What follows belongs to an exercise in optimizing a design on an open flow for small area, a short achievable clock period and few clock cycles per item; a production flow would make more cautious choices.
The RTL was checked by simulation tests, not by an equivalence proof against the original design.

==> flow/design.v <==
`default_nettype none
package aes_pkg;
	localparam int unsigned AES_NB = 4;
	localparam int unsigned AES_NR = 10;
	localparam int unsigned AES_BLOCK_W = 128;
	localparam int unsigned AES_WORD_W = 32;
	localparam int unsigned AES_BYTE_W = 8;
	typedef logic [AES_BYTE_W-1:0] aes_byte_t;
	typedef logic [AES_WORD_W-1:0] aes_word_t;
	typedef logic [$clog2(AES_NR+1)-1:0] aes_round_t;
	localparam aes_byte_t AES_RCON_INIT = 8'h01;
	localparam aes_byte_t AES_REDUCE = 8'h1b;
	typedef logic [AES_BLOCK_W-1:0] aes_block_u;
	function automatic aes_byte_t aes_xtime(input aes_byte_t b);
		aes_byte_t shifted;
		shifted = {b[AES_BYTE_W-2:0], 1'b0};
		aes_xtime = b[AES_BYTE_W-1] ? (shifted ^ AES_REDUCE) : shifted;
	endfunction
endpackage
`default_nettype wire
`default_nettype none
module aes_sbox_a (
	input  wire [7:0]  byte_i,
	output wire [15:0] mid_o
);
	wire U0, U1, U2, U3, U4, U5, U6, U7;
	assign {U0, U1, U2, U3, U4, U5, U6, U7} = byte_i;
	wire T1, T2, T3, T4, T5, T6, T7, T8, T9, T10;
	wire T11, T12, T13, T14, T15, T16, T17, T18, T19, T20;
	wire T21, T22, T23, T24, T25, T26, T27, M1, M2, M3;
	wire M4, M5, M6, M7, M8, M9, M10, M11, M12, M13;
	wire M14, M15, M16, M17, M18, M19, M20, M21, M22, M23;
	wire M24, M25, M26, M27, M28, M29, M30, M31, M32, M33;
	wire M34, M35, M36, M37, M38, M39, M40, M41, M42;
	aes_xor2 g0 (.a(U0), .b(U3), .y(T1));
	aes_xor2 g1 (.a(U0), .b(U5), .y(T2));
	aes_xor2 g2 (.a(U0), .b(U6), .y(T3));
	aes_xor2 g3 (.a(U3), .b(U5), .y(T4));
	aes_xor2 g4 (.a(U4), .b(U6), .y(T5));
	aes_xor2 g5 (.a(T1), .b(T5), .y(T6));
	aes_xor2 g6 (.a(U1), .b(U2), .y(T7));
	aes_xor2 g7 (.a(U7), .b(T6), .y(T8));
	aes_xor2 g8 (.a(U7), .b(T7), .y(T9));
	aes_xor2 g9 (.a(T6), .b(T7), .y(T10));
	aes_xor2 g10 (.a(U1), .b(U5), .y(T11));
	aes_xor2 g11 (.a(U2), .b(U5), .y(T12));
	aes_xor2 g12 (.a(T3), .b(T4), .y(T13));
	aes_xor2 g13 (.a(T6), .b(T11), .y(T14));
	aes_xor2 g14 (.a(T5), .b(T11), .y(T15));
	aes_xor2 g15 (.a(T5), .b(T12), .y(T16));
	aes_xor2 g16 (.a(T9), .b(T16), .y(T17));
	aes_xor2 g17 (.a(U3), .b(U7), .y(T18));
	aes_xor2 g18 (.a(T7), .b(T18), .y(T19));
	aes_xor2 g19 (.a(T1), .b(T19), .y(T20));
	aes_xor2 g20 (.a(U6), .b(U7), .y(T21));
	aes_xor2 g21 (.a(T7), .b(T21), .y(T22));
	aes_xor2 g22 (.a(T2), .b(T22), .y(T23));
	aes_xor2 g23 (.a(T2), .b(T10), .y(T24));
	aes_xor2 g24 (.a(T20), .b(T17), .y(T25));
	aes_xor2 g25 (.a(T3), .b(T16), .y(T26));
	aes_xor2 g26 (.a(T1), .b(T12), .y(T27));
	aes_nand2 g27 (.a(T13), .b(T6), .y(M1));
	aes_nand2 g28 (.a(T23), .b(T8), .y(M2));
	aes_xnor2 g29 (.a(T14), .b(M1), .y(M3));
	aes_nand2 g30 (.a(T19), .b(U7), .y(M4));
	aes_xor2 g31 (.a(M4), .b(M1), .y(M5));
	aes_nand2 g32 (.a(T3), .b(T16), .y(M6));
	aes_nand2 g33 (.a(T22), .b(T9), .y(M7));
	aes_xnor2 g34 (.a(T26), .b(M6), .y(M8));
	aes_nand2 g35 (.a(T20), .b(T17), .y(M9));
	aes_xor2 g36 (.a(M9), .b(M6), .y(M10));
	aes_nand2 g37 (.a(T1), .b(T15), .y(M11));
	aes_nand2 g38 (.a(T4), .b(T27), .y(M12));
	aes_xor2 g39 (.a(M12), .b(M11), .y(M13));
	aes_nand2 g40 (.a(T2), .b(T10), .y(M14));
	aes_xor2 g41 (.a(M14), .b(M11), .y(M15));
	aes_xnor2 g42 (.a(M3), .b(M2), .y(M16));
	aes_xor2 g43 (.a(M5), .b(T24), .y(M17));
	aes_xnor2 g44 (.a(M8), .b(M7), .y(M18));
	aes_xor2 g45 (.a(M10), .b(M15), .y(M19));
	aes_xor2 g46 (.a(M16), .b(M13), .y(M20));
	aes_xor2 g47 (.a(M17), .b(M15), .y(M21));
	aes_xor2 g48 (.a(M18), .b(M13), .y(M22));
	aes_xor2 g49 (.a(M19), .b(T25), .y(M23));
	aes_xnor2 g50 (.a(M22), .b(M23), .y(M24));
	aes_nand2 g51 (.a(M22), .b(M20), .y(M25));
	aes_xor2 g52 (.a(M21), .b(M25), .y(M26));
	aes_xnor2 g53 (.a(M20), .b(M21), .y(M27));
	aes_xor2 g54 (.a(M23), .b(M25), .y(M28));
	aes_nor2 g55 (.a(M28), .b(M27), .y(M29));
	aes_nor2 g56 (.a(M26), .b(M24), .y(M30));
	aes_nand2 g57 (.a(M20), .b(M23), .y(M31));
	aes_nor2 g58 (.a(M27), .b(M31), .y(M32));
	aes_xor2 g59 (.a(M27), .b(M25), .y(M33));
	aes_nand2 g60 (.a(M21), .b(M22), .y(M34));
	aes_nor2 g61 (.a(M24), .b(M34), .y(M35));
	aes_xor2 g62 (.a(M24), .b(M25), .y(M36));
	aes_xor2 g63 (.a(M21), .b(M29), .y(M37));
	aes_xor2 g64 (.a(M32), .b(M33), .y(M38));
	aes_xor2 g65 (.a(M23), .b(M30), .y(M39));
	aes_xor2 g66 (.a(M35), .b(M36), .y(M40));
	aes_xor2 g67 (.a(M38), .b(M40), .y(M41));
	aes_xor2 g68 (.a(M37), .b(M39), .y(M42));
	assign mid_o = {M37, M38, M39, M40, M41, M42, T10, T13, T15, T16, T2, T20, T23, T4, T8, U7};
endmodule
module aes_sbox_ak (
	input  wire [7:0]  byte_i,
	output wire [11:0] mid_o
);
	wire U0, U1, U2, U3, U4, U5, U6, U7;
	assign {U0, U1, U2, U3, U4, U5, U6, U7} = byte_i;
	wire T1, T2, T3, T4, T5, T6, T7, T8, T9, T10;
	wire T11, T12, T13, T14, T15, T16, T17, T18, T19, T20;
	wire T21, T22, T23, T24, T25, T26, T27, M1, M2, M3;
	wire M4, M5, M6, M7, M8, M9, M10, M11, M12, M13;
	wire M14, M15, M16, M17, M18, M19, M20, M21, M22, M23;
	wire M24, M25, M26, M27, M28, M29, M30, M31, M32, M33;
	wire M34, M35, M36, M37, M38, M39, M40, M41, M42;
	aes_xor2 g0 (.a(U0), .b(U3), .y(T1));
	aes_xor2 g1 (.a(U0), .b(U5), .y(T2));
	aes_xor2 g2 (.a(U0), .b(U6), .y(T3));
	aes_xor2 g3 (.a(U3), .b(U5), .y(T4));
	aes_xor2 g4 (.a(U4), .b(U6), .y(T5));
	aes_xor2 g5 (.a(T1), .b(T5), .y(T6));
	aes_xor2 g6 (.a(U1), .b(U2), .y(T7));
	aes_xor2 g7 (.a(U7), .b(T6), .y(T8));
	aes_xor2 g8 (.a(U7), .b(T7), .y(T9));
	aes_xor2 g9 (.a(T6), .b(T7), .y(T10));
	aes_xor2 g10 (.a(U1), .b(U5), .y(T11));
	aes_xor2 g11 (.a(U2), .b(U5), .y(T12));
	aes_xor2 g12 (.a(T3), .b(T4), .y(T13));
	aes_xor2 g13 (.a(T6), .b(T11), .y(T14));
	aes_xor2 g14 (.a(T5), .b(T11), .y(T15));
	aes_xor2 g15 (.a(T5), .b(T12), .y(T16));
	aes_xor2 g16 (.a(T9), .b(T16), .y(T17));
	aes_xor2 g17 (.a(U3), .b(U7), .y(T18));
	aes_xor2 g18 (.a(T7), .b(T18), .y(T19));
	aes_xor2 g19 (.a(T1), .b(T19), .y(T20));
	aes_xor2 g20 (.a(U6), .b(U7), .y(T21));
	aes_xor2 g21 (.a(T7), .b(T21), .y(T22));
	aes_xor2 g22 (.a(T2), .b(T22), .y(T23));
	aes_xor2 g23 (.a(T2), .b(T10), .y(T24));
	aes_xor2 g24 (.a(T20), .b(T17), .y(T25));
	aes_xor2 g25 (.a(T3), .b(T16), .y(T26));
	aes_xor2 g26 (.a(T1), .b(T12), .y(T27));
	aes_nand2 g27 (.a(T13), .b(T6), .y(M1));
	aes_nand2 g28 (.a(T23), .b(T8), .y(M2));
	aes_xnor2 g29 (.a(T14), .b(M1), .y(M3));
	aes_nand2 g30 (.a(T19), .b(U7), .y(M4));
	aes_xor2 g31 (.a(M4), .b(M1), .y(M5));
	aes_nand2 g32 (.a(T3), .b(T16), .y(M6));
	aes_nand2 g33 (.a(T22), .b(T9), .y(M7));
	aes_xnor2 g34 (.a(T26), .b(M6), .y(M8));
	aes_nand2 g35 (.a(T20), .b(T17), .y(M9));
	aes_xor2 g36 (.a(M9), .b(M6), .y(M10));
	aes_nand2 g37 (.a(T1), .b(T15), .y(M11));
	aes_nand2 g38 (.a(T4), .b(T27), .y(M12));
	aes_xor2 g39 (.a(M12), .b(M11), .y(M13));
	aes_nand2 g40 (.a(T2), .b(T10), .y(M14));
	aes_xor2 g41 (.a(M14), .b(M11), .y(M15));
	aes_xnor2 g42 (.a(M3), .b(M2), .y(M16));
	aes_xor2 g43 (.a(M5), .b(T24), .y(M17));
	aes_xnor2 g44 (.a(M8), .b(M7), .y(M18));
	aes_xor2 g45 (.a(M10), .b(M15), .y(M19));
	aes_xor2 g46 (.a(M16), .b(M13), .y(M20));
	aes_xor2 g47 (.a(M17), .b(M15), .y(M21));
	aes_xor2 g48 (.a(M18), .b(M13), .y(M22));
	aes_xor2 g49 (.a(M19), .b(T25), .y(M23));
	aes_xnor2 g50 (.a(M22), .b(M23), .y(M24));
	aes_nand2 g51 (.a(M22), .b(M20), .y(M25));
	aes_xor2 g52 (.a(M21), .b(M25), .y(M26));
	aes_xnor2 g53 (.a(M20), .b(M21), .y(M27));
	aes_xor2 g54 (.a(M23), .b(M25), .y(M28));
	aes_nor2 g55 (.a(M28), .b(M27), .y(M29));
	aes_nor2 g56 (.a(M26), .b(M24), .y(M30));
	aes_nand2 g57 (.a(M20), .b(M23), .y(M31));
	aes_nor2 g58 (.a(M27), .b(M31), .y(M32));
	aes_xor2 g59 (.a(M27), .b(M25), .y(M33));
	aes_nand2 g60 (.a(M21), .b(M22), .y(M34));
	aes_nor2 g61 (.a(M24), .b(M34), .y(M35));
	aes_xor2 g62 (.a(M24), .b(M25), .y(M36));
	aes_xor2 g63 (.a(M21), .b(M29), .y(M37));
	aes_xor2 g64 (.a(M32), .b(M33), .y(M38));
	aes_xor2 g65 (.a(M23), .b(M30), .y(M39));
	aes_xor2 g66 (.a(M35), .b(M36), .y(M40));
	aes_xor2 g67 (.a(M38), .b(M40), .y(M41));
	aes_xor2 g68 (.a(M37), .b(M39), .y(M42));
	assign mid_o = {M37, M38, M39, M40, M41, M42, T13, T17, T23, T27, T8, T9};
endmodule
module aes_sbox_b (
	input  wire [15:0] mid_i,
	output wire [7:0]  byte_o
);
	wire M37, M38, M39, M40, M41, M42, T10, T13, T15, T16;
	wire T2, T20, T23, T4, T8, U7;
	assign {M37, M38, M39, M40, M41, M42, T10, T13, T15, T16, T2, T20, T23, T4, T8, U7} = mid_i;
	wire R0, R1, R2, R3, R4, R5, R6, R7;
	wire M43, M44, M45, M46, M47, M48, M49, M50, M51, M52;
	wire M53, M54, M55, M56, M57, M58, M59, M60, M61, M62;
	wire M63, L0, L1, L2, L3, L4, L5, L6, L7, L8;
	wire L9, L10, L11, L12, L13, L14, L15, L16, L17, L18;
	wire L19, L20, L21, L22, L23, L24, L25, L26, L27, L28;
	wire L29, S0, S1, S2, S3, S4, S5, S6, S7;
	aes_xor2 g0 (.a(T2), .b(T4), .y(R0));
	aes_xor2 g1 (.a(T13), .b(T4), .y(R1));
	aes_xor2 g2 (.a(T8), .b(U7), .y(R2));
	aes_xor2 g3 (.a(T10), .b(T8), .y(R3));
	aes_xor2 g4 (.a(T15), .b(U7), .y(R4));
	aes_xor2 g5 (.a(T13), .b(T23), .y(R5));
	aes_xor2 g6 (.a(T2), .b(T23), .y(R6));
	aes_xor2 g7 (.a(T10), .b(T15), .y(R7));
	aes_xor2 g8 (.a(M37), .b(M38), .y(M43));
	aes_xor2 g9 (.a(M39), .b(M40), .y(M44));
	aes_xor2 g10 (.a(M42), .b(M41), .y(M45));
	aes_nand2 g11 (.a(M44), .b(R2), .y(M46));
	aes_nand2 g12 (.a(M40), .b(T8), .y(M47));
	aes_nand2 g13 (.a(M39), .b(U7), .y(M48));
	aes_nand2 g14 (.a(M43), .b(T16), .y(M49));
	aes_nand2 g15 (.a(M38), .b(R3), .y(M50));
	aes_nand2 g16 (.a(M37), .b(R4), .y(M51));
	aes_nand2 g17 (.a(M42), .b(T15), .y(M52));
	aes_nand2 g18 (.a(M45), .b(R7), .y(M53));
	aes_nand2 g19 (.a(M41), .b(T10), .y(M54));
	aes_nand2 g20 (.a(M44), .b(T13), .y(M55));
	aes_nand2 g21 (.a(M40), .b(T23), .y(M56));
	aes_nand2 g22 (.a(M39), .b(R5), .y(M57));
	aes_nand2 g23 (.a(M43), .b(R1), .y(M58));
	aes_nand2 g24 (.a(M38), .b(R6), .y(M59));
	aes_nand2 g25 (.a(M37), .b(T20), .y(M60));
	aes_nand2 g26 (.a(M42), .b(R0), .y(M61));
	aes_nand2 g27 (.a(M45), .b(T4), .y(M62));
	aes_nand2 g28 (.a(M41), .b(T2), .y(M63));
	aes_xor2 g29 (.a(M61), .b(M62), .y(L0));
	aes_xor2 g30 (.a(M50), .b(M56), .y(L1));
	aes_xor2 g31 (.a(M46), .b(M48), .y(L2));
	aes_xor2 g32 (.a(M47), .b(M55), .y(L3));
	aes_xor2 g33 (.a(M54), .b(M58), .y(L4));
	aes_xor2 g34 (.a(M49), .b(M61), .y(L5));
	aes_xnor2 g35 (.a(M62), .b(L5), .y(L6));
	aes_xnor2 g36 (.a(M46), .b(L3), .y(L7));
	aes_xor2 g37 (.a(M51), .b(M59), .y(L8));
	aes_xor2 g38 (.a(M52), .b(M53), .y(L9));
	aes_xnor2 g39 (.a(M53), .b(L4), .y(L10));
	aes_xnor2 g40 (.a(M60), .b(L2), .y(L11));
	aes_xor2 g41 (.a(M48), .b(M51), .y(L12));
	aes_xnor2 g42 (.a(M50), .b(L0), .y(L13));
	aes_xor2 g43 (.a(M52), .b(M61), .y(L14));
	aes_xnor2 g44 (.a(M55), .b(L1), .y(L15));
	aes_xnor2 g45 (.a(M56), .b(L0), .y(L16));
	aes_xnor2 g46 (.a(M57), .b(L1), .y(L17));
	aes_xnor2 g47 (.a(M58), .b(L8), .y(L18));
	aes_xnor2 g48 (.a(M63), .b(L4), .y(L19));
	aes_xor2 g49 (.a(L0), .b(L1), .y(L20));
	aes_xor2 g50 (.a(L1), .b(L7), .y(L21));
	aes_xor2 g51 (.a(L3), .b(L12), .y(L22));
	aes_xor2 g52 (.a(L18), .b(L2), .y(L23));
	aes_xor2 g53 (.a(L15), .b(L9), .y(L24));
	aes_xor2 g54 (.a(L6), .b(L10), .y(L25));
	aes_xor2 g55 (.a(L7), .b(L9), .y(L26));
	aes_xor2 g56 (.a(L8), .b(L10), .y(L27));
	aes_xor2 g57 (.a(L11), .b(L14), .y(L28));
	aes_xor2 g58 (.a(L11), .b(L17), .y(L29));
	aes_xor2 g59 (.a(L6), .b(L24), .y(S0));
	aes_xnor2 g60 (.a(L16), .b(L26), .y(S1));
	aes_xnor2 g61 (.a(L19), .b(L28), .y(S2));
	aes_xor2 g62 (.a(L6), .b(L21), .y(S3));
	aes_xor2 g63 (.a(L20), .b(L22), .y(S4));
	aes_xor2 g64 (.a(L25), .b(L29), .y(S5));
	aes_xnor2 g65 (.a(L13), .b(L27), .y(S6));
	aes_xnor2 g66 (.a(L6), .b(L23), .y(S7));
	assign byte_o = {S0, S1, S2, S3, S4, S5, S6, S7};
endmodule
module aes_sbox_bk (
	input  wire [19:0] mid_i,
	output wire [7:0]  byte_o
);
	wire M37, M38, M39, M40, M41, M42, T13, T17, T23, T27;
	wire T8, T9, U0, U1, U2, U3, U4, U5, U6, U7;
	assign {M37, M38, M39, M40, M41, M42, T13, T17, T23, T27, T8, T9, U0, U1, U2, U3, U4, U5, U6, U7} = mid_i;
	wire R0, R1, R2, R3, R4, R5, R6, R7, R8, R9;
	wire R10;
	wire M43, M44, M45, M46, M47, M48, M49, M50, M51, M52;
	wire M53, M54, M55, M56, M57, M58, M59, M60, M61, M62;
	wire M63, L0, L1, L2, L3, L4, L5, L6, L7, L8;
	wire L9, L10, L11, L12, L13, L14, L15, L16, L17, L18;
	wire L19, L20, L21, L22, L23, L24, L25, L26, L27, L28;
	wire L29, S0, S1, S2, S3, S4, S5, S6, S7;
	aes_xor2 g0 (.a(U0), .b(U3), .y(R0));
	aes_xor2 g1 (.a(U0), .b(U5), .y(R1));
	aes_xor2 g2 (.a(U0), .b(U6), .y(R2));
	aes_xor2 g3 (.a(U3), .b(U5), .y(R3));
	aes_xor2 g4 (.a(T8), .b(U7), .y(R4));
	aes_xor2 g5 (.a(T8), .b(T9), .y(R5));
	aes_xor2 g6 (.a(T17), .b(U7), .y(R6));
	aes_xor2 g7 (.a(T17), .b(T9), .y(R7));
	aes_xor2 g8 (.a(T13), .b(T23), .y(R8));
	aes_xor2 g9 (.a(T9), .b(U0), .y(R9));
	aes_xor2 g10 (.a(T9), .b(U6), .y(R10));
	aes_xor2 g11 (.a(M37), .b(M38), .y(M43));
	aes_xor2 g12 (.a(M39), .b(M40), .y(M44));
	aes_xor2 g13 (.a(M42), .b(M41), .y(M45));
	aes_nand2 g14 (.a(M44), .b(R4), .y(M46));
	aes_nand2 g15 (.a(M40), .b(T8), .y(M47));
	aes_nand2 g16 (.a(M39), .b(U7), .y(M48));
	aes_nand2 g17 (.a(M43), .b(R7), .y(M49));
	aes_nand2 g18 (.a(M38), .b(T9), .y(M50));
	aes_nand2 g19 (.a(M37), .b(T17), .y(M51));
	aes_nand2 g20 (.a(M42), .b(R6), .y(M52));
	aes_nand2 g21 (.a(M45), .b(T27), .y(M53));
	aes_nand2 g22 (.a(M41), .b(R5), .y(M54));
	aes_nand2 g23 (.a(M44), .b(T13), .y(M55));
	aes_nand2 g24 (.a(M40), .b(T23), .y(M56));
	aes_nand2 g25 (.a(M39), .b(R8), .y(M57));
	aes_nand2 g26 (.a(M43), .b(R2), .y(M58));
	aes_nand2 g27 (.a(M38), .b(R10), .y(M59));
	aes_nand2 g28 (.a(M37), .b(R9), .y(M60));
	aes_nand2 g29 (.a(M42), .b(R0), .y(M61));
	aes_nand2 g30 (.a(M45), .b(R3), .y(M62));
	aes_nand2 g31 (.a(M41), .b(R1), .y(M63));
	aes_xor2 g32 (.a(M61), .b(M62), .y(L0));
	aes_xor2 g33 (.a(M50), .b(M56), .y(L1));
	aes_xor2 g34 (.a(M46), .b(M48), .y(L2));
	aes_xor2 g35 (.a(M47), .b(M55), .y(L3));
	aes_xor2 g36 (.a(M54), .b(M58), .y(L4));
	aes_xor2 g37 (.a(M49), .b(M61), .y(L5));
	aes_xnor2 g38 (.a(M62), .b(L5), .y(L6));
	aes_xnor2 g39 (.a(M46), .b(L3), .y(L7));
	aes_xor2 g40 (.a(M51), .b(M59), .y(L8));
	aes_xor2 g41 (.a(M52), .b(M53), .y(L9));
	aes_xnor2 g42 (.a(M53), .b(L4), .y(L10));
	aes_xnor2 g43 (.a(M60), .b(L2), .y(L11));
	aes_xor2 g44 (.a(M48), .b(M51), .y(L12));
	aes_xnor2 g45 (.a(M50), .b(L0), .y(L13));
	aes_xor2 g46 (.a(M52), .b(M61), .y(L14));
	aes_xnor2 g47 (.a(M55), .b(L1), .y(L15));
	aes_xnor2 g48 (.a(M56), .b(L0), .y(L16));
	aes_xnor2 g49 (.a(M57), .b(L1), .y(L17));
	aes_xnor2 g50 (.a(M58), .b(L8), .y(L18));
	aes_xnor2 g51 (.a(M63), .b(L4), .y(L19));
	aes_xor2 g52 (.a(L0), .b(L1), .y(L20));
	aes_xor2 g53 (.a(L1), .b(L7), .y(L21));
	aes_xor2 g54 (.a(L3), .b(L12), .y(L22));
	aes_xor2 g55 (.a(L18), .b(L2), .y(L23));
	aes_xor2 g56 (.a(L15), .b(L9), .y(L24));
	aes_xor2 g57 (.a(L6), .b(L10), .y(L25));
	aes_xor2 g58 (.a(L7), .b(L9), .y(L26));
	aes_xor2 g59 (.a(L8), .b(L10), .y(L27));
	aes_xor2 g60 (.a(L11), .b(L14), .y(L28));
	aes_xor2 g61 (.a(L11), .b(L17), .y(L29));
	aes_xor2 g62 (.a(L6), .b(L24), .y(S0));
	aes_xnor2 g63 (.a(L16), .b(L26), .y(S1));
	aes_xnor2 g64 (.a(L19), .b(L28), .y(S2));
	aes_xor2 g65 (.a(L6), .b(L21), .y(S3));
	aes_xor2 g66 (.a(L20), .b(L22), .y(S4));
	aes_xor2 g67 (.a(L25), .b(L29), .y(S5));
	aes_xnor2 g68 (.a(L13), .b(L27), .y(S6));
	aes_xnor2 g69 (.a(L6), .b(L23), .y(S7));
	assign byte_o = {S0, S1, S2, S3, S4, S5, S6, S7};
endmodule
module aes_xor2 (
	input  wire a,
	input  wire b,
	output wire y
);
	assign y = a ^ b;
endmodule
module aes_xnor2 (
	input  wire a,
	input  wire b,
	output wire y
);
	assign y = ~(a ^ b);
endmodule
module aes_nand2 (
	input  wire a,
	input  wire b,
	output wire y
);
	assign y = ~(a & b);
endmodule
module aes_nor2 (
	input  wire a,
	input  wire b,
	output wire y
);
	assign y = ~(a | b);
endmodule
`default_nettype wire
`default_nettype none
module aes_xorv #(
	parameter int W = 8
) (
	input  wire [W-1:0] a,
	input  wire [W-1:0] b,
	output wire [W-1:0] y
);
	assign y = a ^ b;
endmodule
module aes_andnv #(
	parameter int W = 8
) (
	input  wire [W-1:0] a,
	input  wire         s,
	output wire [W-1:0] y
);
	assign y = a & ~{W{s}};
endmodule
module aes_xtime (
	input  wire [7:0] a,
	output wire [7:0] y
);
	aes_xorv #(.W(3)) red_i (
		.a({a[3], a[2], a[0]}),
		.b({3{a[7]}}),
		.y({y[4], y[3], y[1]})
	);
	assign {y[7], y[6], y[5], y[2], y[0]} = {a[6], a[5], a[4], a[1], a[7]};
endmodule
module aes_mix_column (
	input  wire [31:0] col_i,
	output wire [31:0] col_o
);
	wire [7:0] a [4];
	wire [7:0] p [4];    
	wire [7:0] x [4];    
	wire [7:0] q [4];    
	for (genvar i = 0; i < 4; i++) begin : g_col
		assign a[i] = col_i[31-8*i -: 8];
		aes_xorv #(.W(8)) p_i (.a(a[i]), .b(a[(i + 1) % 4]), .y(p[i]));
		aes_xtime x_i (.a(p[i]), .y(x[i]));
		aes_xorv #(.W(8)) q_i (.a(a[(i + 1) % 4]), .b(p[(i + 2) % 4]), .y(q[i]));
		aes_xorv #(.W(8)) o_i (.a(q[i]), .b(x[i]), .y(col_o[31-8*i -: 8]));
	end
endmodule
module aes_round (
	input  wire aes_pkg::aes_block_u sub_i,
	input  wire aes_pkg::aes_block_u round_key_i,
	output aes_pkg::aes_block_u      state_o,
	output aes_pkg::aes_block_u      final_o
);
	aes_pkg::aes_block_u shift_state;
	aes_pkg::aes_block_u mix_state;
	always_comb begin
		for (int c = 0; c < 4; c++) begin
			for (int r = 0; r < 4; r++) begin
				shift_state[127-8*(4*c + r) -: 8] = sub_i[127-8*(4*((c + r) % 4) + r) -: 8];
			end
		end
	end
	for (genvar c = 0; c < 4; c++) begin : g_mix
		aes_mix_column mix_i (
			.col_i(shift_state[127-32*c -: 32]),
			.col_o(mix_state[127-32*c -: 32])
		);
	end
	assign state_o = mix_state;
	aes_xorv #(.W(128)) fin_i (.a(shift_state), .b(round_key_i), .y(final_o));
endmodule
`default_nettype wire
`default_nettype none
module aes_key_expander (
	input  wire aes_pkg::aes_block_u key_i,
	input  wire aes_pkg::aes_byte_t  rcon_i,
	input  wire aes_pkg::aes_word_t  sub_i,
	output aes_pkg::aes_block_u      key_o
);
	aes_pkg::aes_word_t w0;
	aes_pkg::aes_word_t w01;
	aes_pkg::aes_word_t w23;
	aes_pkg::aes_block_u early;
	assign w0 = key_i[127:96] ^ {rcon_i, 24'h000000};
	assign w01 = w0 ^ key_i[95:64];
	assign w23 = key_i[63:32] ^ key_i[31:0];
	assign early = {w0, w01, w01 ^ key_i[63:32], w01 ^ w23};
	aes_xorv #(.W(128)) sub_x (.a(early), .b({4{sub_i}}), .y(key_o));
endmodule
`default_nettype wire
`default_nettype none
module aes128_enc (
	input  wire                      clock_clk_i,
	input  wire                      arst_n_i,
	input  wire                      in_req_i,
	output logic                     in_ack_o,
	input  wire aes_pkg::aes_block_u plaintext_i,
	input  wire aes_pkg::aes_block_u key_i,
	output logic                     out_req_o,
	input  wire                      out_ack_i,
	output aes_pkg::aes_block_u      ciphertext_o
);
	logic ack_q;
	logic                a_valid_q;
	logic                a_parked_q;
	logic                a_first_q;
	aes_pkg::aes_byte_t  a_rcon_q;
	aes_pkg::aes_block_u a_state_q;
	aes_pkg::aes_block_u a_key_q;
	logic                b_valid_q;
	logic                b_parked_q;
	logic                b_first_q;
	aes_pkg::aes_byte_t  b_rcon_q;
	logic [16*16-1:0]    b_mid_q;
	aes_pkg::aes_block_u b_key_q;
	logic [4*12-1:0]     b_kmid_q;
	logic                capture_q;
	logic                deliver_q;
	logic                park_q;
	logic                out_full_q;
	logic                out_req_q;
	aes_pkg::aes_block_u ct_q;
	logic [16*16-1:0]    mid;
	logic [4*12-1:0]     kmid;
	aes_pkg::aes_block_u sub_state;
	aes_pkg::aes_word_t  key_sub;
	aes_pkg::aes_block_u round_key;
	aes_pkg::aes_block_u mix_state;
	aes_pkg::aes_block_u final_out;
	aes_pkg::aes_block_u mix_kept;
	aes_pkg::aes_block_u whitened;
	aes_pkg::aes_block_u add_key;
	aes_pkg::aes_block_u state_next;
	logic other_parked;
	logic out_full_next;
	logic n_done;
	logic n_deliver;
	logic n_park;
	logic n_capture;
	assign other_parked = a_valid_q && a_parked_q;
	assign out_full_next = deliver_q || (out_full_q && (out_req_q || out_ack_i));
	assign n_done = a_valid_q && (a_parked_q || a_rcon_q == 8'h36);
	assign n_deliver = n_done && !out_full_next && (!park_q || (a_parked_q && a_first_q));
	assign n_park = n_done && !n_deliver;
	assign n_capture = in_req_i && !ack_q && !capture_q && (!a_valid_q || n_deliver);
	for (genvar i = 0; i < 16; i++) begin : g_sbox
		aes_sbox_a sbox_i (
			.byte_i(a_state_q[127-8*i -: 8]),
			.mid_o (mid[16*i +: 16])
		);
	end
	for (genvar i = 0; i < 4; i++) begin : g_ksbox
		aes_sbox_ak sbox_i (
			.byte_i(a_key_q[127-8*(12 + (i + 1) % 4) -: 8]),
			.mid_o (kmid[12*i +: 12])
		);
	end
	for (genvar i = 0; i < 16; i++) begin : g_sbox_out
		aes_sbox_b sbox_i (
			.mid_i (b_mid_q[16*i +: 16]),
			.byte_o(sub_state[127-8*i -: 8])
		);
	end
	for (genvar i = 0; i < 4; i++) begin : g_ksbox_out
		aes_sbox_bk sbox_i (
			.mid_i ({b_kmid_q[12*i +: 12], b_key_q[127-8*(12 + (i + 1) % 4) -: 8]}),
			.byte_o(key_sub[31-8*i -: 8])
		);
	end
	aes_key_expander key_expander_i (
		.key_i (b_key_q),
		.rcon_i(b_rcon_q),
		.sub_i (key_sub),
		.key_o (round_key)
	);
	aes_round round_i (
		.sub_i      (sub_state),
		.round_key_i(round_key),
		.state_o    (mix_state),
		.final_o    (final_out)
	);
	aes_andnv #(.W(128)) mix_kept_i (.a(mix_state), .s(capture_q), .y(mix_kept));
	aes_xorv #(.W(128)) whiten_i (.a(plaintext_i), .b(key_i), .y(whitened));
	assign add_key = capture_q ? whitened : round_key;
	aes_xorv #(.W(128)) ark_i (.a(mix_kept), .b(add_key), .y(state_next));
	always_ff @(posedge clock_clk_i or negedge arst_n_i) begin
		if (!arst_n_i) begin
			ack_q <= 1'b0;
			a_valid_q <= 1'b0;
			a_parked_q <= 1'b0;
			a_first_q <= 1'b0;
			b_valid_q <= 1'b0;
			b_parked_q <= 1'b0;
			b_first_q <= 1'b0;
			capture_q <= 1'b0;
			deliver_q <= 1'b0;
			park_q <= 1'b0;
			out_full_q <= 1'b0;
			out_req_q <= 1'b0;
		end else begin
			if (capture_q) begin
				ack_q <= 1'b1;
			end else if (!in_req_i) begin
				ack_q <= 1'b0;
			end
			a_valid_q <= capture_q || (b_valid_q && !deliver_q);
			a_parked_q <= park_q;
			a_first_q <= park_q && (b_first_q || !other_parked);
			b_valid_q <= a_valid_q;
			b_parked_q <= a_parked_q;
			b_first_q <= a_first_q;
			capture_q <= n_capture;
			deliver_q <= n_deliver;
			park_q <= n_park;
			if (deliver_q) begin
				out_req_q <= 1'b1;
			end else if (out_ack_i) begin
				out_req_q <= 1'b0;
			end
			out_full_q <= out_full_next;
		end
	end
	always_ff @(posedge clock_clk_i) begin
		a_state_q <= state_next;
		if (capture_q) begin
			a_key_q <= key_i;
			a_rcon_q <= 8'h01;
		end else begin
			if (park_q) begin
				a_key_q <= b_parked_q ? b_key_q : final_out;
			end else begin
				a_key_q <= round_key;
			end
			a_rcon_q <= aes_pkg::aes_xtime(b_rcon_q);
		end
		b_mid_q <= mid;
		b_key_q <= a_key_q;
		b_kmid_q <= kmid;
		b_rcon_q <= a_rcon_q;
		if (deliver_q) begin
			ct_q <= b_parked_q ? b_key_q : final_out;
		end
	end
	assign in_ack_o = ack_q;
	assign out_req_o = out_req_q;
	assign ciphertext_o = ct_q;
endmodule
`default_nettype wire
==> flow/flow/run.sh <==
#!/bin/bash
# Standard layout (the standard.sh, unchanged synthesis) with the
# resizer asked for more setup margin than the 10 ns clock needs, so that it
# sizes up the slow XOR chains, and plain buffers on the ports; the clock
# period and constraints are the standard flow's.
cp standard.sh standard_sh.log
export SETUP_SLACK_MARGIN=6.6
export BUFFER_PORTS_ARGS="-buffer_cell sky130_fd_sc_hd__buf_2"
bash standard.sh > standard.log 2>&1
==> flow/standard.sh <==
#!/bin/bash
# synth_recipe.tcl (not shown) runs the flow's synth.tcl, then flattens the netlist and writes it again
# the make line also repeats each setting of config.mk as NAME=value (left out here)
make -C /OpenROAD-flow-scripts/flow DESIGN_CONFIG=/design/flow/config.mk WORK_HOME=/design/flow/orfs CLKGATE_MAP_FILE= SYNTH_SCRIPT=/design/flow/synth_recipe.tcl "${@:-finish}"
==> flow/config.mk <==
export PLATFORM = sky130hd
export DESIGN_NAME = aes128_enc
export DESIGN_NICKNAME = aes128_enc
export VERILOG_FILES = /design/flow/design.v
export SDC_FILE = /design/flow/constraint.sdc
export NUM_CORES = 4
export LEC_CHECK = 0
export CAP_MARGIN = 20
export CORE_MARGIN = 2
export CORE_UTILIZATION = 40
export SLEW_MARGIN = 20
export SYNTH_HIERARCHICAL = 1
==> flow/constraint.sdc <==
create_clock -name core_clock -period 10.0 [get_ports {clock_clk_i}]
set_input_delay 2.0000 -clock core_clock [delete_from_list [all_inputs] [get_ports {clock_clk_i}]]
set_output_delay 2.0000 -clock core_clock [all_outputs]
set_load 0.01 [all_outputs]
==> results of run 1 <==
-- final cells by class --
class	instances	share of cell area
diodes	5	0.000185
clock buffers	125	0.0407
clock inverters	54	0.00871
inverters	28	0.00155
multi-input cells	4585	0.596
flip-flops and latches	844	0.270
well taps	2016	0.0372
repair buffers	519	0.0459
-- cell usage after synthesis, drive strengths merged (32+ instances only) --
cell and instances:
o21ai 130, nand2 729, xor2 2612, nor2 85, mux2i 128, xnor2 467, xnor3 32, mux2 256
buf 613, edfxtp 128, nor2b 133, dfxtp 704
-- how the worst min path moves through the flow --
stage	depth (start not counted)	slack, ps	to
final	0	320	b_key_q[123]$_DFF_P_
after global routing	0	330	b_key_q[118]$_DFF_P_
after detailed placement	0	310	b_key_q[40]$_DFF_P_
after CTS	0	320	b_key_q[123]$_DFF_P_
after floorplan	0	310	b_key_q[100]$_DFF_P_
after global placement	0	310	b_key_q[115]$_DFF_P_
-- Yosys stat by module (local to each module, per instance), a selection --
module / area, sq um / flops+latches
aes_key_expander: 1570 / 0
aes128_enc: 24800 / 844
aes_xnor2: 8.76 / 0
aes_sbox_a: 120 / 0
aes_sbox_b: 60.1 / 0
aes_xtime: 37.5 / 0
aes_nor2: 3.75 / 0
aes_sbox_bk: 60.1 / 0
aes_nand2: 3.75 / 0
aes_xor2: 8.76 / 0
-- cells by family (layout without fill, tap and decap cells) --
group | count (synthesis) | after routing | share of synthesized area
xor gates and xnor gates | 3111 | 3111 | 0.462
and+or+nand+nor | 954 | 954 | 0.0655
muxes | 384 | 384 | 0.0768
buffers and inverters | 659 | 726 | 0.0811
other | 0 | 5 | 0
AOI/OAI and AO/OA | 136 | 136 | 0.0117
DFF | 844 | 844 | 0.303
-- layer usage --
layer,vias to the layer above,track usage
li1,18200,-
met1,18500,0.319
met2,1161,0.371
met3,279,0.0339
met4,0,0.112
met5,-,0
-- flip-flops by register name, indices dropped and copies added, names as in the netlist, 8 cells and up --
| register | cells |
|---|---|
| b_kmid_q | 48 |
| a_state_q | 128 |
| ct_q | 128 |
| b_rcon_q | 8 |
| a_key_q | 128 |
| b_mid_q | 256 |
| a_rcon_q | 8 |
| b_key_q | 128 |
-- metrics by stage --
stage                     std cells  cell area, sq um  worst slack, ps  hold WS [ps]  utilization
after detailed placement       7901             60200             6050           312        0.402
final                          8176             67800             6480           319        0.453
after CTS                      8086             64900             6440           318        0.434
after global placement         7901             60200             6080           310        0.402
after global routing           8172             67800             6430           326        0.453
after floorplan                6088             60100             6920           310            -
-- repair_timing --
| action | CTS | global route |
|---|---|---|
| setup buffers | 6 | 85 |
| gates resized for setup | 173 | 290 |
| setup endpoints to repair | 340 | 278 |
| pin swaps | 5 | 63 |
| endpoints found under the hold margin | 0 | 0 |
==> summary.md, run 1 <==
| Metric | Value |
|---|---|
| Run status | `complete, no violations` |
| Signed area change from the synthesized netlist to the final layout | `12.8%` |
| Slew at the pin closest to its max-slew limit | `between 1000 and 1500 ps` |
| CP startpoint kind | `register` |
| Relative slew margins | `0.203` |
| Final cycle utilization of the critical path | `0.352` |
| Clock period minus worst slack | `~3500 ps` |
| Setup Crit Path Kind | `reg -> out` |
| Worst setup path endpoint | `ciphertext_o[127]` |
| Share of synthesized registers carrying an async set or reset | `0.0142` |
| Post-synth net total | `6,348` |
| Height of the chip | `about 390 um` |
| Worst R2R Start | `b_key_q[31]$_DFF_P_` |
| Maximum clock insertion buffer count | `3` |
| Number of endpoints with negative hold slack in the final report | `0` |
| Most common flop cell mapped by yosys | `dfxtp_1` |
| Final GP Congestion | `around 0.95` |
| Commonest non-fill, non-tap cell in the layout | `xor2_1` |
| Detail-routed net length per standard cell | `around 23 um` |
| Worst Hold Launch | `a_key_q[123]$_DFF_P_` |
| Post-Syn Instances | `about 6,000` |
| Maximum number of pins on one net before global-route repair | `180` |
| Synth Warn # | `9` |
| Total number of placement rows | `around 140` |
| Cell type contributing the most total cell area after synthesis | `xor2_1` |
| Most used cells in the layout excluding fill and tap cells | `xor2_1 (2,324), nand2_1 (729), dfxtp_1 (669), xnor2_1 (390), buf_2 (381)` |
| Worst path depth | `1` |
| Critical path cell sequence | `buf_6` |
| Capturing element type of the critical path | `output pin` |
| Number of buffers inserted during clock tree synthesis | `96` |
| Area contributors post-synth | `xor2_1 (38%), dfxtp_1 (23%), buf_4 (7.2%), xnor2_1 (6.8%), edfxtp_1 (6.4%)` |
| Number of DRC markers after the initial detailed-route iteration | `~2,700` |
| Maximum single-stage delay on the critical path | `around 580 ps` |
| First-pass GRT wire length | `~260 mm` |
| Via density | `~4.7` |
| Max-cap violations | `0` |
| Number of slew-limit violations in the final report | `0` |
| Share of Yosys cell area claimed by the top area cell type | `0.379` |
| Nets | `between 6,000 and 7,000` |
| Hold-fix buffers, CTS | `0` |
| Total Neg Setup Slack | `0 ps` |
| DRT Pass-1 Iters | `7` |
| Depth of the worst register-to-register path | `10` |
| Total of buffers placed on input and output ports | `around 390` |
| Critical path arrival | `1520 ps` |
| Fillers | `around 14,000` |
| Fraction of the yosys area taken by sequential cells | `0.303` |
| Area of the multi-input gates | `around 40,000 sq um` |
| Total core area | `150,000 sq um` |
| Cell type of the slowest stage on the worst timing path | `edfxtp_1` |
| R2R Path End | `a_key_q[4]$_DFF_P_` |
| Distinct cell type count of the synthesized netlist | `35` |
| Vias in the first global route | `37,900` |
| Wire length on met2 | `83.1 mm` |
| Fmax | `between 0.2 and 0.3 GHz` |
| Num ports | `approximately 400` |
| Final ANT Viol Nets | `0` |
| Final worst clock skew | `about 35 ps` |
| H-Tree Level Count | `3` |
| CTS tree | `yes` |
| Met1 wire length | `82.6 mm` |
| Total number of clock tree sinks | `between 800 and 900` |
| Half-perimeter wire length after detailed placement | `152 mm` |
| Hold/Removal Path Class | `reg -> reg` |
| Setup crit start | `ct_q[127]$_DFFE_PP_` |
| Footprint of the flip-flops and latches | `roughly 18,000 sq um` |
| Proportion of layout cells with a drive suffix above 1 | `0.219` |
| Flop-to-flop setup slack | `between 6000 and 7000 ps` |
| Netlist Area Pre-Place | `around 60,000 sq um` |
| Number of antenna violations at the first check in global routing | `13` |
| Total routed wirelength | `188 mm` |
| Count of final setup violators | `0` |
| Starting utilization of the core area | `0.402` |
| Highest metal layer used by the detailed router | `met4` |
| Syn_area_per_cell | `9.87 sq um` |
| Total die area | `around 150,000 sq um` |
| All-Layer GR Usage | `0.236` |
| CP top delay family | `flip-flops` |
| Die width | `~390 um` |
| Clock root buffer | `clkbuf_16` |
| Critical path required time | `8000 ps` |
| Vias | `approximately 38,000` |
| Biggest fanout along the worst timing path | `1` |
| Sum of met3 wire segment lengths after detailed routing | `approximately 12 mm` |
| Buffers and inverters on the worst path | `1` |
| GRT overflow | `0` |
| Number of enable flip-flop cells after synthesis | `128` |
| Number of storage elements in the synthesis netlist | `around 840` |
| Insertion delay of the later-clocked pin in the worst-skew pair | `roughly 730 ps` |
| Post-route DRC violation count | `0` |
| Setup repair after global routing missed its margin | `true` |
| CTS clock-pin slew for the worst setup and hold paths | `~60 ps` |
Testbench counts, summed over its fixed seeds: cycles 3,880, items 384.
==> run 2: changes to the inputs <==
--- a/flow/flow/run.sh
+++ b/flow/flow/run.sh
@@ -6,3 +6,3 @@
 cp standard.sh standard_sh.log
-export SETUP_SLACK_MARGIN=6.6
+export SETUP_SLACK_MARGIN=6.5
 export BUFFER_PORTS_ARGS="-buffer_cell sky130_fd_sc_hd__buf_2"
--- a/flow/config.mk
+++ b/flow/config.mk
@@ -10,2 +10,4 @@
 export CORE_UTILIZATION = 40
+export CTS_CLUSTER_DIAMETER = 60
+export CTS_CLUSTER_SIZE = 20
 export SLEW_MARGIN = 20
==> summary.md, run 2 <==
| Metric | Value |
|---|---|
| Critical path cell sequence | `buf_2 (was buf_6)` |
| Maximum number of pins on one net before global-route repair | `180 (unchanged)` |
| Fillers | `14,500 (was 14,300)` |
| Number of enable flip-flop cells after synthesis | `128 (unchanged)` |
| Hold/Removal Path Class | `reg -> reg (unchanged)` |
| Maximum clock insertion buffer count | `3 (unchanged)` |
| Clock period minus worst slack | `3500 ps (was 3520 ps)` |
| Commonest non-fill, non-tap cell in the layout | `xor2_1 (unchanged)` |
| CTS clock-pin slew for the worst setup and hold paths | `80 ps (was 60 ps)` |
| Half-perimeter wire length after detailed placement | `152 mm (unchanged)` |
| Setup slack after placement | `6050 ps (unchanged)` |
| Most used cells in the layout excluding fill and tap cells | `xor2_1 (2,394), nand2_1 (729), dfxtp_1 (692), xnor2_1 (404), buf_2 (389) (was xor2_1 (2,324), nand2_1 (729), dfxtp_1 (669), xnor2_1 (390), buf_2 (381))` |
| Nets | `6,268 (was 6,334)` |
| Hold slack final | `309 ps (was 319 ps)` |
| Flop-to-flop setup slack | `6520 ps (was 6600 ps)` |
| Total routed wirelength | `186 mm (was 188 mm)` |
| H-Tree Level Count | `3 (unchanged)` |
| Post-Syn Instances | `6,088 (unchanged)` |
| Via density | `4.69 (was 4.67)` |
| Fmax | `0.286 GHz (was 0.284 GHz)` |
| Cell type contributing the most total cell area after synthesis | `xor2_1 (unchanged)` |
| Starting utilization of the core area | `0.402 (unchanged)` |
| Cell type of the slowest stage on the worst timing path | `edfxtp_1 (unchanged)` |
| Critical path required time | `8000 ps (about the same)` |
| CP top delay family | `flip-flops (unchanged)` |
| Maximum single-stage delay on the critical path | `580 ps (about the same)` |
| Worst Setup Slack, final | `6500 ps (was 6480 ps)` |
| Number of slew-limit violations in the final report | `0 (unchanged)` |
| Share of synthesized registers carrying an async set or reset | `0.0142 (unchanged)` |
| Post-synth net total | `6,348 (unchanged)` |
| Die width | `392 um (unchanged)` |
| Total number of clock tree sinks | `844 (unchanged)` |
| Share of Yosys cell area claimed by the top area cell type | `0.379 (unchanged)` |
| Register with the highest flop count | `b_mid_q (unchanged)` |
| Most used standard cell by instance count after synthesis | `xor2_1 (unchanged)` |
| Netlist Area Pre-Place | `60,100 sq um (unchanged)` |
| Setup repair after global routing missed its margin | `true (unchanged)` |
| Number of flip-flops in the largest register | `256 (unchanged)` |
| Depth of the worst register-to-register path | `10 (unchanged)` |
| Total of buffers placed on input and output ports | `389 (unchanged)` |
| CTS tree | `yes (unchanged)` |
| Number of storage elements in the synthesis netlist | `844 (unchanged)` |
| Syn_area_per_cell | `9.87 sq um (unchanged)` |
| Final ANT Viol Nets | `0 (unchanged)` |
| Setup Crit Path Kind | `reg -> out (unchanged)` |
| Number of buffers inserted during clock tree synthesis | `88 (was 96)` |
| Instance area after placement | `60,200 sq um (unchanged)` |
| Area contributors post-synth | `xor2_1 (38%), dfxtp_1 (23%), buf_4 (7.2%), xnor2_1 (6.8%), edfxtp_1 (6.4%) (unchanged)` |
| Setup crit start | `ct_q[127]$_DFFE_PP_ (unchanged)` |
| Signed area change from the synthesized netlist to the final layout | `9.90% (was 12.8%)` |
| Number of antenna violations at the first check in global routing | `15 (was 13)` |
| Distinct cell type count of the synthesized netlist | `35 (unchanged)` |
| Fraction of the yosys area taken by sequential cells | `0.303 (unchanged)` |
| Num ports | `390 (unchanged)` |
| Number of DRC markers after the initial detailed-route iteration | `2,697 (was 2,736)` |
| Critical path arrival | `1500 ps (was 1520 ps)` |
| Number of endpoints with negative hold slack in the final report | `0 (unchanged)` |
| Total core area | `150,000 sq um (unchanged)` |
| Run status | `complete, no violations (unchanged)` |
| Biggest fanout along the worst timing path | `1 (unchanged)` |
| Capturing element type of the critical path | `output pin (unchanged)` |
| Final GP Congestion | `0.950 (unchanged)` |
| R2R Path End | `a_key_q[102]$_DFF_P_ (was a_key_q[4]$_DFF_P_)` |
| Buffers and inverters on the worst path | `1 (unchanged)` |
| Worst setup path endpoint | `ciphertext_o[127] (unchanged)` |
| Worst hold path cell count | `0 (unchanged)` |
| Synth Warn # | `9 (unchanged)` |
| Height of the chip | `392 um (unchanged)` |
| DRT Pass-1 Iters | `5 (was 7)` |
| Final core utilization | `0.442 (was 0.453)` |
| Clock root buffer | `clkbuf_16 (unchanged)` |
| Final cycle utilization of the critical path | `0.350 (was 0.352)` |
| Count of final setup violators | `0 (unchanged)` |
| Total Neg Setup Slack | `0 ps (unchanged)` |
| GRT overflow | `0 (unchanged)` |
| Relative slew margins | `0.203 (about the same)` |
| Vias in the first global route | `37,700 (was 37,900)` |
| Total number of placement rows | `142 (unchanged)` |
| Proportion of layout cells with a drive suffix above 1 | `0.194 (was 0.219)` |
| Vias | `38,000 (was 38,200)` |
| Insertion delay of the later-clocked pin in the worst-skew pair | `720 ps (was 730 ps)` |
| Worst R2R Start | `b_key_q[26]$_DFF_P_ (was b_key_q[31]$_DFF_P_)` |
| List of most frequent post-synthesis cells | `xor2_1 (2,604), nand2_1 (729), dfxtp_1 (704) (unchanged)` |
| First-pass GRT wire length | `260 mm (was 261 mm)` |
| Post-route DRC violation count | `0 (unchanged)` |
| Detail-routed net length per standard cell | `23.0 um (about the same)` |
| Final worst clock skew | `40.3 ps (was 34.7 ps)` |
| Max-cap violations | `0 (unchanged)` |
| CP startpoint kind | `register (unchanged)` |
| Finished layout cell area | `66,100 sq um (was 67,800 sq um)` |
| Slew at the pin closest to its max-slew limit | `1190 ps (about the same)` |
| Worst path depth | `1 (unchanged)` |
| Most common flop cell mapped by yosys | `dfxtp_1 (unchanged)` |
| All-Layer GR Usage | `0.235 (was 0.236)` |
| Total die area | `153,000 sq um (unchanged)` |
-- run 2: cell types whose count changed in the layout (fill, tap and decap cells not counted), sizes merged --
cell      previous run  this run
diode                5         8
clkbuf             125        96
bufinv               9         1
buf                519       461
inv                 39        72
clkinvlp             6         2
clkinv              28        22
-- run 2: worst min-delay path by stage --
stage / slack (ps) / end / start
global route: 330 / b_key_q[119]$_DFF_P_ / a_key_q[119]$_DFF_P_
CTS: 320 / b_key_q[80]$_DFF_P_ / a_key_q[80]$_DFF_P_
global placement: 310 / b_key_q[115]$_DFF_P_ / a_key_q[115]$_DFF_P_
floorplan: 310 / b_key_q[100]$_DFF_P_ / a_key_q[100]$_DFF_P_
finish: 310 / b_key_q[58]$_DFF_P_ / a_key_q[58]$_DFF_P_
detailed placement: 310 / b_key_q[40]$_DFF_P_ / a_key_q[40]$_DFF_P_
-- run 2: final cells by class --
type,instances,area [sq um],share of cell area
multi-input combinational,4585,39400,0.596
sequential,844,18300,0.277
timing repair buffer,461,2580,0.0391
tap,2016,2520,0.0382
clock buffer,96,2360,0.0357
clock inverter,69,847,0.0128
inverter,28,105,0.00159
antenna,8,20.0,0.000303
-- run 2: cells by family after synthesis --
| kind of cell | Yosys count | synth area share |
|---|---|---|
| simple gates | 954 | 0.0655 |
| buf+inv | 659 | 0.0811 |
| flops | 844 | 0.303 |
| mux | 384 | 0.0768 |
| compound gates | 136 | 0.0117 |
| xor+xnor | 3111 | 0.462 |
-- run 2: metal layers --
metal,track usage,vias up,routed length [um]
li1,-,18200,-
met4,0.109,2,9300
met2,0.369,1109,82900
met3,0.0329,271,11100
met1,0.319,18400,83000
met5,0,-,16
-- run 2: through the flow --
step | cells
6_report | 8107
5_1_grt | 8099
4_1_cts | 8072
3_5_place_dp | 7901
3_3_place_gp | 7901
2_1_floorplan | 6088
-- run 2: Yosys stat by module, one instance, submodules excluded, a selection --
module,cells inside,flip-flops and latches,times used
aes_sbox_ak,12,0,4
aes_xor2,1,0,1652
aes_sbox_a,16,0,16
aes_xnor2,1,0,400
aes_nor2,1,0,80
aes128_enc,1590,844,1
aes_key_expander,136,0,1
aes_xtime,5,0,16
aes_sbox_bk,8,0,4
aes_nand2,1,0,600
aes_sbox_b,8,0,16
-- run 2: what timing repair did --
item                                    in CTS  in global routing
gates resized for setup                     85                225
setup buffers                                6                 27
pin swaps                                    1                 23
hold buffers                                 0                  0
endpoints found under the setup margin     213                240
==> run 3: changes to the inputs <==
--- a/flow/config.mk
+++ b/flow/config.mk
@@ -10,4 +10,2 @@
 export CORE_UTILIZATION = 40
-export CTS_CLUSTER_DIAMETER = 60
-export CTS_CLUSTER_SIZE = 20
 export SLEW_MARGIN = 20
==> summary.md, run 3 <==
| Metric | Value |
|---|---|
| Buffers and inverters on the worst path | `1 (unchanged)` |
| Sum of met3 wire segment lengths after detailed routing | `11.4 mm (was 11.1 mm)` |
| Count of final setup violators | `0 (unchanged)` |
| Setup repair after global routing missed its margin | `true (unchanged)` |
| First-pass GRT wire length | `260 mm (about the same)` |
| Proportion of layout cells with a drive suffix above 1 | `0.189 (was 0.194)` |
| Critical path arrival | `1490 ps (was 1500 ps)` |
| Critical path required time | `8000 ps (about the same)` |
| Number of DRC markers after the initial detailed-route iteration | `2,586 (was 2,697)` |
| Total number of clock tree sinks | `844 (unchanged)` |
| Instance area after placement | `60,200 sq um (unchanged)` |
| Cell type contributing the most total cell area after synthesis | `xor2_1 (unchanged)` |
| Cell type of the slowest stage on the worst timing path | `edfxtp_1 (unchanged)` |
| Total of buffers placed on input and output ports | `389 (unchanged)` |
| Clock period minus worst slack | `3490 ps (was 3500 ps)` |
| Insertion delay of the later-clocked pin in the worst-skew pair | `740 ps (was 720 ps)` |
| Hold/Removal Path Class | `reg -> reg (unchanged)` |
| Synth Warn # | `9 (unchanged)` |
| Total core area | `150,000 sq um (unchanged)` |
| Setup Crit Path Kind | `reg -> out (unchanged)` |
| Fmax | `0.286 GHz (about the same)` |
| Setup crit start | `ct_q[122]$_DFFE_PP_ (was ct_q[127]$_DFFE_PP_)` |
| Worst R2R Start | `b_mid_q[61]$_DFF_P_ (was b_key_q[26]$_DFF_P_)` |
| Share of Yosys cell area claimed by the top area cell type | `0.379 (unchanged)` |
| Post-route DRC violation count | `0 (unchanged)` |
| All-Layer GR Usage | `0.235 (about the same)` |
| Clock root buffer | `clkbuf_16 (unchanged)` |
| Total die area | `153,000 sq um (unchanged)` |
| Final GP Congestion | `0.950 (unchanged)` |
| Post-Syn Instances | `6,088 (unchanged)` |
| Number of storage elements in the synthesis netlist | `844 (unchanged)` |
| Netlist Area Pre-Place | `60,100 sq um (unchanged)` |
| Met1 wire length | `82.9 mm (was 83.0 mm)` |
| Total routed wirelength | `186 mm (about the same)` |
| Maximum clock insertion buffer count | `3 (unchanged)` |
| Finished layout cell area | `66,000 sq um (was 66,100 sq um)` |
| Commonest non-fill, non-tap cell in the layout | `xor2_1 (unchanged)` |
| Hold-fix buffers, CTS | `0 (unchanged)` |
| Most used standard cell by instance count after synthesis | `xor2_1 (unchanged)` |
| Final worst clock skew | `43.5 ps (was 40.3 ps)` |
| CP top delay family | `flip-flops (unchanged)` |
| Max-cap violations | `0 (unchanged)` |
| Number of buffers inserted during clock tree synthesis | `96 (was 88)` |
| Biggest fanout along the worst timing path | `1 (unchanged)` |
| CTS clock-pin slew for the worst setup and hold paths | `60 ps (was 80 ps)` |
| Area contributors post-synth | `xor2_1 (38%), dfxtp_1 (23%), buf_4 (7.2%), xnor2_1 (6.8%), edfxtp_1 (6.4%) (unchanged)` |
| CTS tree | `yes (unchanged)` |
| Highest metal layer used by the detailed router | `met5 (unchanged)` |
| Maximum single-stage delay on the critical path | `540 ps (was 580 ps)` |
| List of most frequent post-synthesis cells | `xor2_1 (2,604), nand2_1 (729), dfxtp_1 (704) (unchanged)` |
| Critical path cell sequence | `buf_2 (unchanged)` |
| Most used cells in the layout excluding fill and tap cells | `xor2_1 (2,403), nand2_1 (729), dfxtp_1 (695), xnor2_1 (409), buf_2 (388) (was xor2_1 (2,394), nand2_1 (729), dfxtp_1 (692), xnor2_1 (404), buf_2 (389))` |
| Final core utilization | `0.441 (was 0.442)` |
| Signed area change from the synthesized netlist to the final layout | `9.75% (was 9.90%)` |
| Register with the highest flop count | `b_mid_q (unchanged)` |
| Wire length on met2 | `82.4 mm (was 82.9 mm)` |
| Run status | `complete, no violations (unchanged)` |
| Nets | `6,267 (was 6,268)` |
| Worst Hold Launch | `a_key_q[123]$_DFF_P_ (was a_key_q[58]$_DFF_P_)` |
| Capturing element type of the critical path | `output pin (unchanged)` |
| Fillers | `14,500 (about the same)` |
| GRT overflow | `0 (unchanged)` |
| Post-synth net total | `6,348 (unchanged)` |
| Syn_area_per_cell | `9.87 sq um (unchanged)` |
| Final ANT Viol Nets | `0 (unchanged)` |
| Vias in the first global route | `37,700 (about the same)` |
| Slew at the pin closest to its max-slew limit | `1150 ps (was 1190 ps)` |
| Detail-routed net length per standard cell | `23.0 um (about the same)` |
| Number of slew-limit violations in the final report | `0 (unchanged)` |
| Height of the chip | `392 um (unchanged)` |
| Num ports | `390 (unchanged)` |
| Hold slack final | `319 ps (was 309 ps)` |
| Starting utilization of the core area | `0.402 (unchanged)` |
| Via density | `4.67 (was 4.69)` |
| Distinct cell type count of the synthesized netlist | `35 (unchanged)` |
| Number of enable flip-flop cells after synthesis | `128 (unchanged)` |
| Maximum number of pins on one net before global-route repair | `180 (unchanged)` |
| Number of flip-flops in the largest register | `256 (unchanged)` |
| Number of antenna violations at the first check in global routing | `14 (was 15)` |
| DRT Pass-1 Iters | `5 (unchanged)` |
| Most common flop cell mapped by yosys | `dfxtp_1 (unchanged)` |
| Share of synthesized registers carrying an async set or reset | `0.0142 (unchanged)` |
| Fraction of the yosys area taken by sequential cells | `0.303 (unchanged)` |
| Total number of placement rows | `142 (unchanged)` |
| H-Tree Level Count | `3 (unchanged)` |
| Half-perimeter wire length after detailed placement | `152 mm (unchanged)` |
| Total Neg Setup Slack | `0 ps (unchanged)` |
| Die width | `392 um (unchanged)` |
| Vias | `37,800 (was 38,000)` |
| CP startpoint kind | `register (unchanged)` |
| Relative slew margins | `0.226 (was 0.203)` |
| Number of endpoints with negative hold slack in the final report | `0 (unchanged)` |
| Final cycle utilization of the critical path | `0.349 (was 0.350)` |
[run 3: cell count changes in the layout (fill, tap and decap cells not counted), sizes merged]
cell      previous run  this run
buf                461       452
clkinv              22        28
bufinv               1         9
inv                 72        39
clkinvlp             2         6
diode                8         3
clkbuf              96       125
[run 3: per-module statistics from Yosys (local to each module, per instance), a selection]
module | flip-flops and latches | cell area (sq um) | times used
aes_key_expander | 0 | 1570 | 1
aes_nand2 | 0 | 3.75 | 600
aes_nor2 | 0 | 3.75 | 80
aes_sbox_a | 0 | 120 | 16
aes_sbox_ak | 0 | 90.1 | 4
aes_xnor2 | 0 | 8.76 | 400
aes_xor2 | 0 | 8.76 | 1652
aes_xtime | 0 | 37.5 | 16
[run 3: area by class of cell]
type                            count  area (sq um)  share of cell area
Sequential cell                   844         18300               0.277
Timing Repair Buffer              452          2500              0.0378
Antenna cell                        3          7.51            0.000114
Clock buffer                      125          2760              0.0418
Multi-Input combinational cell   4585         39200               0.595
Clock inverter                     54           591             0.00895
Inverter                           28           105             0.00159
Tap cell                         2016          2520              0.0382
[run 3: per-layer routing]
metal | global-route usage | vias up
met3 | 0.0321 | 279
met1 | 0.319 | 18200
met4 | 0.112 | 4
met5 | 0 | -
li1 | - | 18200
met2 | 0.369 | 1139
[run 3: worst reg2reg max path, stage by stage (launching register included)]
cell and delay [ps]:
dfxtp_1 400, xor2_1 200, nand2_1 130, xor2_1 210, xnor2_1 290, xor2_1 210, xor2_1 560, xor2_1 390
xor2_1 250, xor2_1 190, nor2b_1 420, xor2_1 110
[run 3: timing repair]
action,4_1_cts,5_1_grt
buffers inserted,3,21
resized for setup,85,207
pin swaps,0,20
endpoints found under the setup margin,213,236
cloned,0,0
[run 3: through the flow]
step / setup slack, ps / instances
final: 6510 / 8107
after global routing: 6370 / 8104
after CTS: 6420 / 8083
after detailed placement: 6050 / 7901
after global placement: 6080 / 7901
after floorplan: 6920 / 6088
[run 3: kinds of logic (layout without fill, tap and decap cells)]
family                 count (synthesis)  after routing  synth area share
flip-flops                           844            844             0.303
multiplexers                         384            384            0.0768
AO/OA/AOI/OAI                        136            136            0.0117
other                                  0              3                 0
AND/OR/NAND/NOR                      954            954            0.0655
XOR/XNOR                            3111           3111             0.462
buffers and inverters                659            659            0.0811
[run 3: worst paths after layout]
kind,endpoint,slack (ps),cells past startpoint
worst max-delay path,ciphertext_o[122],6510,1
worst min-delay path,b_key_q[123]$_DFF_P_,320,0
worst max register to register,a_state_q[84]$_DFF_P_,6530,11
worst min register to register,b_key_q[123]$_DFF_P_,320,0
max in group asynchronous,b_parked_q$_DFF_PN0_,8590,1
min in group asynchronous,capture_q$_DFF_PN0_,1150,1
==> run 4: changes to the inputs <==
--- a/flow/flow/run.sh
+++ b/flow/flow/run.sh
@@ -7,3 +7,3 @@
 export SETUP_SLACK_MARGIN=6.5
-export BUFFER_PORTS_ARGS="-buffer_cell sky130_fd_sc_hd__buf_2"
+export BUFFER_PORTS_ARGS="-buffer_cell sky130_fd_sc_hd__buf_1"
 bash standard.sh > standard.log 2>&1
==> summary.md, run 4 <==
| Metric | Value |
|---|---|
| Number of flip-flops in the largest register | `256 (unchanged)` |
| Cell type contributing the most total cell area after synthesis | `xor2_1 (unchanged)` |
| GRT overflow | `0 (unchanged)` |
| Vias | `38,100 (was 37,800)` |
| All-Layer GR Usage | `0.238 (was 0.235)` |
| Fraction of the yosys area taken by sequential cells | `0.303 (unchanged)` |
| Insertion delay of the later-clocked pin in the worst-skew pair | `750 ps (was 740 ps)` |
| Hold/Removal Path Class | `reg -> reg (unchanged)` |
| Total routed wirelength | `188 mm (was 186 mm)` |
| Proportion of layout cells with a drive suffix above 1 | `0.129 (was 0.189)` |
| Synth Warn # | `9 (unchanged)` |
| Distinct cell type count of the synthesized netlist | `35 (unchanged)` |
| Register with the highest flop count | `b_mid_q (unchanged)` |
| Total number of clock tree sinks | `844 (unchanged)` |
| Number of storage elements in the synthesis netlist | `844 (unchanged)` |
| Die width | `392 um (unchanged)` |
| Final cycle utilization of the critical path | `0.358 (was 0.349)` |
| Post-route DRC violation count | `0 (unchanged)` |
| Instance area after placement | `59,700 sq um (was 60,200 sq um)` |
| Most common flop cell mapped by yosys | `dfxtp_1 (unchanged)` |
| CP startpoint kind | `register (unchanged)` |
| Number of DRC markers after the initial detailed-route iteration | `2,583 (was 2,586)` |
| GR met2 Demand/Resource | `0.372 (was 0.369)` |
| Clock period minus worst slack | `3580 ps (was 3490 ps)` |
| Total die area | `153,000 sq um (unchanged)` |
| Number of antenna violations at the first check in global routing | `9 (was 14)` |
| Met1 global-route usage | `0.322 (was 0.319)` |
| Via density | `4.68 (was 4.67)` |
| Total of buffers placed on input and output ports | `389 (unchanged)` |
| Share of synthesized registers carrying an async set or reset | `0.0142 (unchanged)` |
| Cell type of the slowest stage on the worst timing path | `xor2_1 (was edfxtp_1)` |
| Most used cells in the layout excluding fill and tap cells | `xor2_1 (2,402), nand2_1 (729), dfxtp_1 (690), xnor2_1 (409), buf_1 (389) (was xor2_1 (2,403), nand2_1 (729), dfxtp_1 (695), xnor2_1 (409), buf_2 (388))` |
| Starting utilization of the core area | `0.402 (unchanged)` |
| Finished layout cell area | `65,400 sq um (was 66,000 sq um)` |
| Detail-routed net length per standard cell | `23.1 um (was 23.0 um)` |
| Number of endpoints with negative hold slack in the final report | `0 (unchanged)` |
| Run status | `complete, no violations (unchanged)` |
| Number of slew-limit violations in the final report | `0 (unchanged)` |
| Clock root buffer | `clkbuf_16 (unchanged)` |
| Critical path required time | `10,600 ps (was 8000 ps)` |
| Critical path cell sequence | `xor2_1, nand2_1, xor2_1, xnor2_1, xor2_1, xor2_1, xor2_1, xor2_1, xor2_1, nor2b_1, xor2_1 (was buf_2)` |
| Nets | `6,287 (was 6,267)` |
| Capturing element type of the critical path | `register (was output pin)` |
| Worst path depth | `11 (was 1)` |
| Vias in the first global route | `37,900 (was 37,700)` |
| List of most frequent post-synthesis cells | `xor2_1 (2,604), nand2_1 (729), dfxtp_1 (704) (unchanged)` |
| Num ports | `390 (unchanged)` |
| Max-cap violations | `0 (unchanged)` |
[run 4: layer usage]
metal | up-vias | part of all wire
met3 | 286 | 0.058
met4 | 2 | 0.052
met5 | - | 0.000053
met2 | 1096 | 0.44
li1 | 18200 | -
met1 | 18500 | 0.45
[run 4: cell families (layout without fill, tap and decap cells)]
family / count (synthesis) / after routing / share of synthesized area
and+or+nand+nor: 954 / 954 / 0.0655
other: 0 / 5 / 0
xor gates and xnor gates: 3111 / 3111 / 0.462
muxes: 384 / 384 / 0.0768
buffers and inverters: 659 / 680 / 0.0811
AOI/OAI and AO/OA: 136 / 136 / 0.0117
DFF: 844 / 844 / 0.303
[run 4: final timing paths]
check | startpoint | endpoint | slack, ps
worst max-delay path | b_mid_q[77]$_DFF_P_ | a_state_q[84]$_DFF_P_ | 6420
worst min-delay path | a_key_q[122]$_DFF_P_ | b_key_q[122]$_DFF_P_ | 300
worst max register to register | b_mid_q[77]$_DFF_P_ | a_state_q[84]$_DFF_P_ | 6420
worst min register to register | a_key_q[122]$_DFF_P_ | b_key_q[122]$_DFF_P_ | 300
max in group asynchronous | arst_n_i | capture_q$_DFF_PN0_ | 8170
min in group asynchronous | arst_n_i | a_parked_q$_DFF_PN0_ | 1290
[run 4: stage by stage]
stage | worst slack, ps | std cells
floorplan | 6920 | 6088
global placement | 5910 | 7903
detailed placement | 5940 | 7903
CTS | 6440 | 8084
global route | 6310 | 8125
finish | 6420 | 8130
[run 4: layout make-up]
type	instances	area (sq um)
clock buffers	130	2760
repair buffers	473	2180
diodes	5	12.5
clock inverters	49	414
inverters	28	105
flip-flops and latches	844	18300
multi-input cells	4585	39200
fillers	14500	84200
well taps	2016	2520
[run 4: per-module statistics from Yosys (local to each module, per instance), excerpt]
| module | flip-flops and latches | cell area [sq um] | copies in the design |
|---|---|---|---|
| aes_key_expander | 0 | 1570 | 1 |
| aes128_enc | 844 | 24800 | 1 |
| aes_xnor2 | 0 | 8.76 | 400 |
| aes_nand2 | 0 | 3.75 | 600 |
| aes_nor2 | 0 | 3.75 | 80 |
| aes_xor2 | 0 | 8.76 | 1652 |
| aes_sbox_bk | 0 | 60.1 | 4 |
| aes_sbox_ak | 0 | 90.1 | 4 |
| aes_sbox_b | 0 | 60.1 | 16 |
| aes_xtime | 0 | 37.5 | 16 |
[run 4: repair_timing]
action                                  4_1_cts  5_1_grt
setup buffers                                 2       41
pin swaps                                     3       26
endpoints found under the setup margin      192      227
resized for setup                            96      193
hold buffers                                  0        0
cloned                                        0        0

[re-timing with driven ports]
The flow's constraints put no driver on any port. The routed layouts listed below were extracted and timed again, unchanged, in two steps.
Step 1 assumes that a clkbuf_16 drives the clock port and a buf_2 every other input.
Step 2, shift: input delay + t, output delay - t, t = (earliest + latest rising clock arrival at the registers) / 2. This alone moves slack from input paths to output paths.
a / b / c = ideal ports / drivers / drivers and shift; a / b = the first two.
run | t, ns | setup WS [ns] | slew at the worst register clock pin (ns) | cell pins on the clock port's net
run 1 | 0.798 | 6.484 / 6.395 / 6.445 | 0.07 / 0.07 | 1
run 2 | 0.791 | 6.501 / 6.415 / 6.269 | 0.09 / 0.09 | 1
run 3 | 0.800 | 6.506 / 6.419 / 6.370 | 0.07 / 0.07 | 1
run 4 | 0.797 | 6.424 / 6.401 / 6.423 | 0.07 / 0.07 | 1
After both steps setup and hold are still met in every run listed. The setup slack of run 2, which loses most, moves by -0.086 ns with the drivers and by -0.232 ns with both steps.
